Source: an optimization exercise on an open RTL-to-GDS flow (aim: small area and a short achievable clock period). Production flows keep margins and buffers that such runs may drop. RTL that was checked went through simulation tests only; none was proved equivalent to the original. Power is estimated from default activity; no workload was simulated.

==> module div_step, before the edit <==
module div_step #(
   parameter int W = 16
) (
   input  logic [W-1:0] t,
   input  logic [W-1:0] d,
   input  logic         hz,
   output logic         fits,
   output logic [W-1:0] rem
);
   localparam int L = (W > 8) ? 4 : (W > 4) ? 3 : (W > 2) ? 2 : 1;
   logic [W-1:0] gg, pp, gt, pt, g0, p0;
   logic         bg, bp;
   logic [W:0]   b;
   always_comb begin
      g0 = t & d;
      p0 = t | d;
      gg[0] = g0[0];
      for (int i = 1; i < W; i++) begin
         if (i % 4 == 0) begin
            bg = g0[i-1] | (p0[i-1] & g0[i-2]) | (p0[i-1] & p0[i-2] & g0[i-3])
                 | (p0[i-1] & p0[i-2] & p0[i-3] & g0[i-4]);
            bp = p0[i-1] & p0[i-2] & p0[i-3] & p0[i-4];
            gg[i] = g0[i] | (p0[i] & (bg | (bp & ((i >= 8) ? gg[i-5] : 1'b0))));
         end else begin
            gg[i] = g0[i] | (p0[i] & gg[i-1]);
         end
      end
      gt = t & d;
      pt = t | d;
      for (int l = 0; l < L; l++) begin
         for (int i = 0; i < W; i += (2 << l)) begin
            if (i + (1 << l) < W) begin
               gt[i + (1 << l)] = gt[i + (1 << l)] | (pt[i + (1 << l)] & gt[i]);
               pt[i + (1 << l)] = pt[i + (1 << l)] & pt[i];
               gt[i] = gt[i + (1 << l)];
               pt[i] = pt[i + (1 << l)];
            end
         end
      end
      b = {gg, 1'b0};
      fits = hz & ~gt[0];
      rem = t ^ ({W{fits}} & (d ^ b[W-1:0]));
   end
endmodule
==> flow/config.mk <==
export PLATFORM = sky130hd
export DESIGN_NAME = pipelined_div
export DESIGN_NICKNAME = pipelined_div
export VERILOG_FILES = /design/flow/design.v
export SDC_FILE = /design/flow/constraint.sdc
export NUM_CORES = 4
export LEC_CHECK = 0
export ABC_AREA = 1
export CAP_MARGIN = 20
export CORE_MARGIN = 2
export CORE_UTILIZATION = 55
export CTS_BUF_LIST = sky130_fd_sc_hd__clkbuf_16
export CTS_CLUSTER_DIAMETER = 100
export CTS_CLUSTER_SIZE = 25
export PLACE_DENSITY = 0.7
export SETUP_SLACK_MARGIN = 1.8
export SLEW_MARGIN = 20
==> flow/constraint.sdc <==
create_clock -name core_clock -period 4.0 [get_ports {clk}]
set_input_delay 0.8000 -clock core_clock [delete_from_list [all_inputs] [get_ports {clk}]]
set_output_delay 0.8000 -clock core_clock [all_outputs]
set_load 0.01 [all_outputs]
standard.sh (not shown) runs the stock make flow with config.mk's settings and CLKGATE_MAP_FILE= SYNTH_SCRIPT=/design/flow/synth_recipe.tcl, a recipe that flattens the netlist after the stock synthesis.
==> flow/flow/run.sh <==
#!/bin/bash
# The standard layout, with plain buffers (not delay cells) on the ports.
set -euo pipefail
export BUFFER_PORTS_ARGS="-buffer_cell sky130_fd_sc_hd__buf_2"
bash standard.sh > standard.log 2>&1
Then changed:
--- a/flow/design.v
+++ b/flow/design.v
@@ -96,23 +96,30 @@
    output logic [W-1:0] rem
 );
    localparam int L = (W > 8) ? 4 : (W > 4) ? 3 : (W > 2) ? 2 : 1;
-   logic [W-1:0] gg, pp, gt, pt, g0, p0;
-   logic         bg, bp;
+   logic [W-1:0] g [L+1];
+   logic [W-1:0] p [L+1];
    logic [W:0]   b;
+   logic [W-1:0] gg, pp, gt, pt;
    always_comb begin
-      g0 = t & d;
-      p0 = t | d;
-      gg[0] = g0[0];
-      for (int i = 1; i < W; i++) begin
-         if (i % 4 == 0) begin
-            bg = g0[i-1] | (p0[i-1] & g0[i-2]) | (p0[i-1] & p0[i-2] & g0[i-3])
-                 | (p0[i-1] & p0[i-2] & p0[i-3] & g0[i-4]);
-            bp = p0[i-1] & p0[i-2] & p0[i-3] & p0[i-4];
-            gg[i] = g0[i] | (p0[i] & (bg | (bp & ((i >= 8) ? gg[i-5] : 1'b0))));
-         end else begin
-            gg[i] = g0[i] | (p0[i] & gg[i-1]);
+      gg = t & d;
+      pp = t | d;
+      for (int l = 0; l < L; l++) begin
+         for (int i = 0; i < W; i++) begin
+            if ((i + 1) % (2 << l) == 0) begin
+               gg[i] = gg[i] | (pp[i] & gg[i-(1<<l)]);
+               pp[i] = pp[i] & pp[i-(1<<l)];
+            end
          end
       end
+      for (int l = L - 2; l >= 0; l--) begin
+         for (int i = 0; i < W; i++) begin
+            if ((i + 1) % (2 << l) == (1 << l) && i >= (2 << l)) begin
+               gg[i] = gg[i] | (pp[i] & gg[i-(1<<l)]);
+               pp[i] = pp[i] & pp[i-(1<<l)];
+            end
+         end
+      end
+      g[L] = gg;
       gt = t & d;
       pt = t | d;
       for (int l = 0; l < L; l++) begin
@@ -125,7 +132,7 @@
             end
          end
       end
-      b = {gg, 1'b0};
+      b = {g[L], 1'b0};
       fits = hz & ~gt[0];
       rem = t ^ ({W{fits}} & (d ^ b[W-1:0]));
    end
Final cell count shrinks by a few percent. Synthesized cell count went down slightly. Sequential cell count stays the same. Synthesized area went down slightly. Register-to-register slack improves by 0.03 ns.
No functional check of the RTL was part of any run of this note.

* * *

== the previous run ==
The RTL this note starts from:
==> flow/design.v <==
module pipelined_div #(
   parameter int unsigned N = 16,
   parameter int unsigned D = 16
) (
   input  logic         clk,
   input  logic         rst,
   input  logic         ce,
   input  logic         in_valid,
   input  logic [N-1:0] dividend,
   input  logic [D-1:0] divisor,
   output logic         out_valid,
   output logic [N-1:0] quotient,
   output logic [D-1:0] remainder
);
   logic [N:0] vld_q;
   always_ff @(posedge clk) begin
      if (!rst) vld_q <= '0;
      else if (ce) vld_q <= {vld_q[N-1:0], in_valid};
   end
   logic [N-1:0] dq_q0;
   logic [D-1:0] div_q0;
   always_ff @(posedge clk) begin
      if (ce) begin
         dq_q0  <= dividend;
         div_q0 <= divisor;
      end
   end
   genvar k;
   generate
      for (k = 0; k < int'(N); k++) begin : g_stage
         logic [N-1:0] dq_in;
         logic [D-1:0] div_in;
         logic [k:0]   trial;
         logic         hi_zero;
         logic         fits;
         logic [k:0]   rem_d;
         logic [N-1:0] dq_d;
         if (k == 0) begin : g_first
            assign dq_in  = dq_q0;
            assign div_in = div_q0;
            assign trial  = ~dq_in[N-1];
         end else begin : g_next
            assign dq_in  = g_stage[k-1].dq_q;
            assign div_in = g_stage[k-1].div_q;
            assign trial  = {g_stage[k-1].rem_q, ~dq_in[N-1]};
         end
         if (k + 1 < int'(D)) begin : g_hi
            assign hi_zero = ~|div_in[D-1:k+1];
         end else begin : g_nohi
            assign hi_zero = 1'b1;
         end
         div_step #(.W(k + 1)) u_step (
            .t    (trial),
            .d    (div_in[k:0]),
            .hz   (hi_zero),
            .fits (fits),
            .rem  (rem_d)
         );
         assign dq_d  = {dq_in[N-2:0], fits};
         logic [k:0]   rem_q;
         logic [N-1:0] dq_q;
         logic [D-1:0] div_q;
         if (k + 1 < int'(N)) begin : g_mid
            always_ff @(posedge clk) begin
               if (ce) begin
                  rem_q <= rem_d;   
                  dq_q  <= dq_d;
                  div_q <= div_in;
               end
            end
         end else begin : g_last
            always_ff @(posedge clk) begin
               if (!rst) begin
                  rem_q <= '0;
                  dq_q  <= '0;
               end else if (ce) begin
                  rem_q <= ~rem_d;
                  dq_q  <= dq_d;
               end
            end
            assign div_q = '0;
         end
      end
   endgenerate
   assign out_valid = vld_q[N];
   assign quotient  = g_stage[N-1].dq_q;
   assign remainder = g_stage[N-1].rem_q;
endmodule
module div_step #(
   parameter int W = 16
) (
   input  logic [W-1:0] t,
   input  logic [W-1:0] d,
   input  logic         hz,
   output logic         fits,
   output logic [W-1:0] rem
);
   localparam int L = (W > 8) ? 4 : (W > 4) ? 3 : (W > 2) ? 2 : 1;
   logic [W-1:0] g [L+1];
   logic [W-1:0] p [L+1];
   logic [W:0]   b;
   logic [W-1:0] gg, pp, gt, pt;
   always_comb begin
      gg = t & d;
      pp = t | d;
      for (int l = 0; l < L; l++) begin
         for (int i = 0; i < W; i++) begin
            if ((i + 1) % (2 << l) == 0) begin
               gg[i] = gg[i] | (pp[i] & gg[i-(1<<l)]);
               pp[i] = pp[i] & pp[i-(1<<l)];
            end
         end
      end
      for (int l = L - 2; l >= 0; l--) begin
         for (int i = 0; i < W; i++) begin
            if ((i + 1) % (2 << l) == (1 << l) && i >= (2 << l)) begin
               gg[i] = gg[i] | (pp[i] & gg[i-(1<<l)]);
               pp[i] = pp[i] & pp[i-(1<<l)];
            end
         end
      end
      g[L] = gg;
      gt = t & d;
      pt = t | d;
      for (int l = 0; l < L; l++) begin
         for (int i = 0; i < W; i += (2 << l)) begin
            if (i + (1 << l) < W) begin
               gt[i + (1 << l)] = gt[i + (1 << l)] | (pt[i + (1 << l)] & gt[i]);
               pt[i + (1 << l)] = pt[i + (1 << l)] & pt[i];
               gt[i] = gt[i + (1 << l)];
               pt[i] = pt[i + (1 << l)];
            end
         end
      end
      b = {g[L], 1'b0};
      fits = hz & ~gt[0];
      rem = t ^ ({W{fits}} & (d ^ b[W-1:0]));
   end
endmodule
Settings: LEC_CHECK=0, ABC_AREA=1, CAP_MARGIN=20, CORE_MARGIN=2, CORE_UTILIZATION=55, CTS_BUF_LIST=sky130_fd_sc_hd__clkbuf_16, CTS_CLUSTER_DIAMETER=100, CTS_CLUSTER_SIZE=25, PLACE_DENSITY=0.7, SETUP_SLACK_MARGIN=2.0, SLEW_MARGIN=20; clock period 4.0 ns.
Scripts as last shown in full above: flow/flow/run.sh
Input changes introduced in the current run (baseline for comparison: the previous run):
-- flow/design.v --
<<< the previous run, line 100
   logic [W-1:0] p [L+1];
   logic [W:0]   b;
   logic [W-1:0] gg, pp, gt, pt;
   always_comb begin
      gg = t & d;
      pp = t | d;
      for (int l = 0; l < L; l++) begin
         for (int i = 0; i < W; i++) begin
            if ((i + 1) % (2 << l) == 0) begin
               gg[i] = gg[i] | (pp[i] & gg[i-(1<<l)]);
               pp[i] = pp[i] & pp[i-(1<<l)];
            end
         end
      end
      for (int l = L - 2; l >= 0; l--) begin
         for (int i = 0; i < W; i++) begin
            if ((i + 1) % (2 << l) == (1 << l) && i >= (2 << l)) begin
               gg[i] = gg[i] | (pp[i] & gg[i-(1<<l)]);
               pp[i] = pp[i] & pp[i-(1<<l)];
            end
         end
      end
      g[L] = gg;
      gt = t & d;
      pt = t | d;
      for (int l = 0; l < L; l++) begin
         for (int i = 0; i < W; i += (2 << l)) begin
            if (i + (1 << l) < W) begin
               gt[i + (1 << l)] = gt[i + (1 << l)] | (pt[i + (1 << l)] & gt[i]);
               pt[i + (1 << l)] = pt[i + (1 << l)] & pt[i];
               gt[i] = gt[i + (1 << l)];
               pt[i] = pt[i + (1 << l)];
            end
         end
      end
      b = {g[L], 1'b0};
      fits = hz & ~gt[0];
      rem = t ^ ({W{fits}} & (d ^ b[W-1:0]));
   end
>>> the current run, line 100
   logic [W-1:0] p [L+1];
   logic [W:0]   b;
   always_comb begin
      g[0] = t & d;
      p[0] = t | d;
      for (int l = 0; l < L; l++) begin
         for (int i = 0; i < W; i++) begin
            if (i >= (1 << l)) begin
               g[l+1][i] = g[l][i] | (p[l][i] & g[l][i-(1<<l)]);
               p[l+1][i] = p[l][i] & p[l][i-(1<<l)];
            end else begin
               g[l+1][i] = g[l][i];
               p[l+1][i] = p[l][i];
            end
         end
      end
      b = {g[L], 1'b0};
      fits = hz & ~b[W];
      rem = t ^ ({W{fits}} & (d ^ b[W-1:0]));
   end
[summary]
- Both conditions hold for the current run: the flow ran to the end and the final layout passed the timing, DRC and antenna checks.
- The final layout from the previous run, which completed every stage, passed the timing, DRC and antenna checks at the end of the flow.
- Cell area after placement went up by a few percent going from the previous run to the current run.
- Comparing the previous run and the current run, the lower non-clock buffer count is on the current run.
- In the current run relative to the previous run, die area had gone up by a few percent.
- Cmp the current run vs the previous run: synthesized cell count higher in the current run
- Average routed wire per standard cell (the current run vs. the previous run) increases by a few percent
- In the final reports, the cell area of the current run is larger than that of the previous run.
- Path length in cells of the critical path, the previous run and the current run: higher on the previous run
- The current run vs the previous run: setup slack up in the current run
- The previous run → the current run: routed wire length picked up an extra about 18%; overall power after layout increased about 1%; global-route usage went up.
- The current run ends up with a number of cells traversed by the worst register-to-register path that is 1 lower than in the previous run.
Function not checked in the previous run: the RTL went through the layout flow alone.

-- afterwards: timing with drivers on the ports --
Ports are ideal in the flow. The routed layouts listed here were re-timed in OpenROAD. Step 1, drivers: a clkbuf_16 drives clk and a buf_2 each remaining input, both assumed. Step 2, shift: input delay + t, output delay - t, t = (earliest + latest rising clock arrival at the registers) / 2. This alone moves slack from input paths to output paths. a / b / c = ideal ports / drivers / drivers and shift; a / b = the first two.
run	t (ns)	setup WS [ns]	worst setup path at the end	slew at the worst register clock pin (ns)	worst slew at a driven data input, ns
the first run of note 1	0.655	1.865 / 1.865 / 1.591	input to register	0.10 / 0.10	0.05
the second run of note 1	0.645	1.898 / 1.898 / 1.373	input to register	0.10 / 0.10	0.05
the previous run	0.647	1.911 / 1.911 / 1.454	input to register	0.10 / 0.10	0.05
the current run	0.674	1.990 / 1.990 / 1.550	input to register	0.11 / 0.11	0.05
After both steps setup and hold are still met in every run listed. The setup slack of the second run of note 1, which loses most, moves by 0.000 ns with the drivers and by -0.525 ns with both steps.
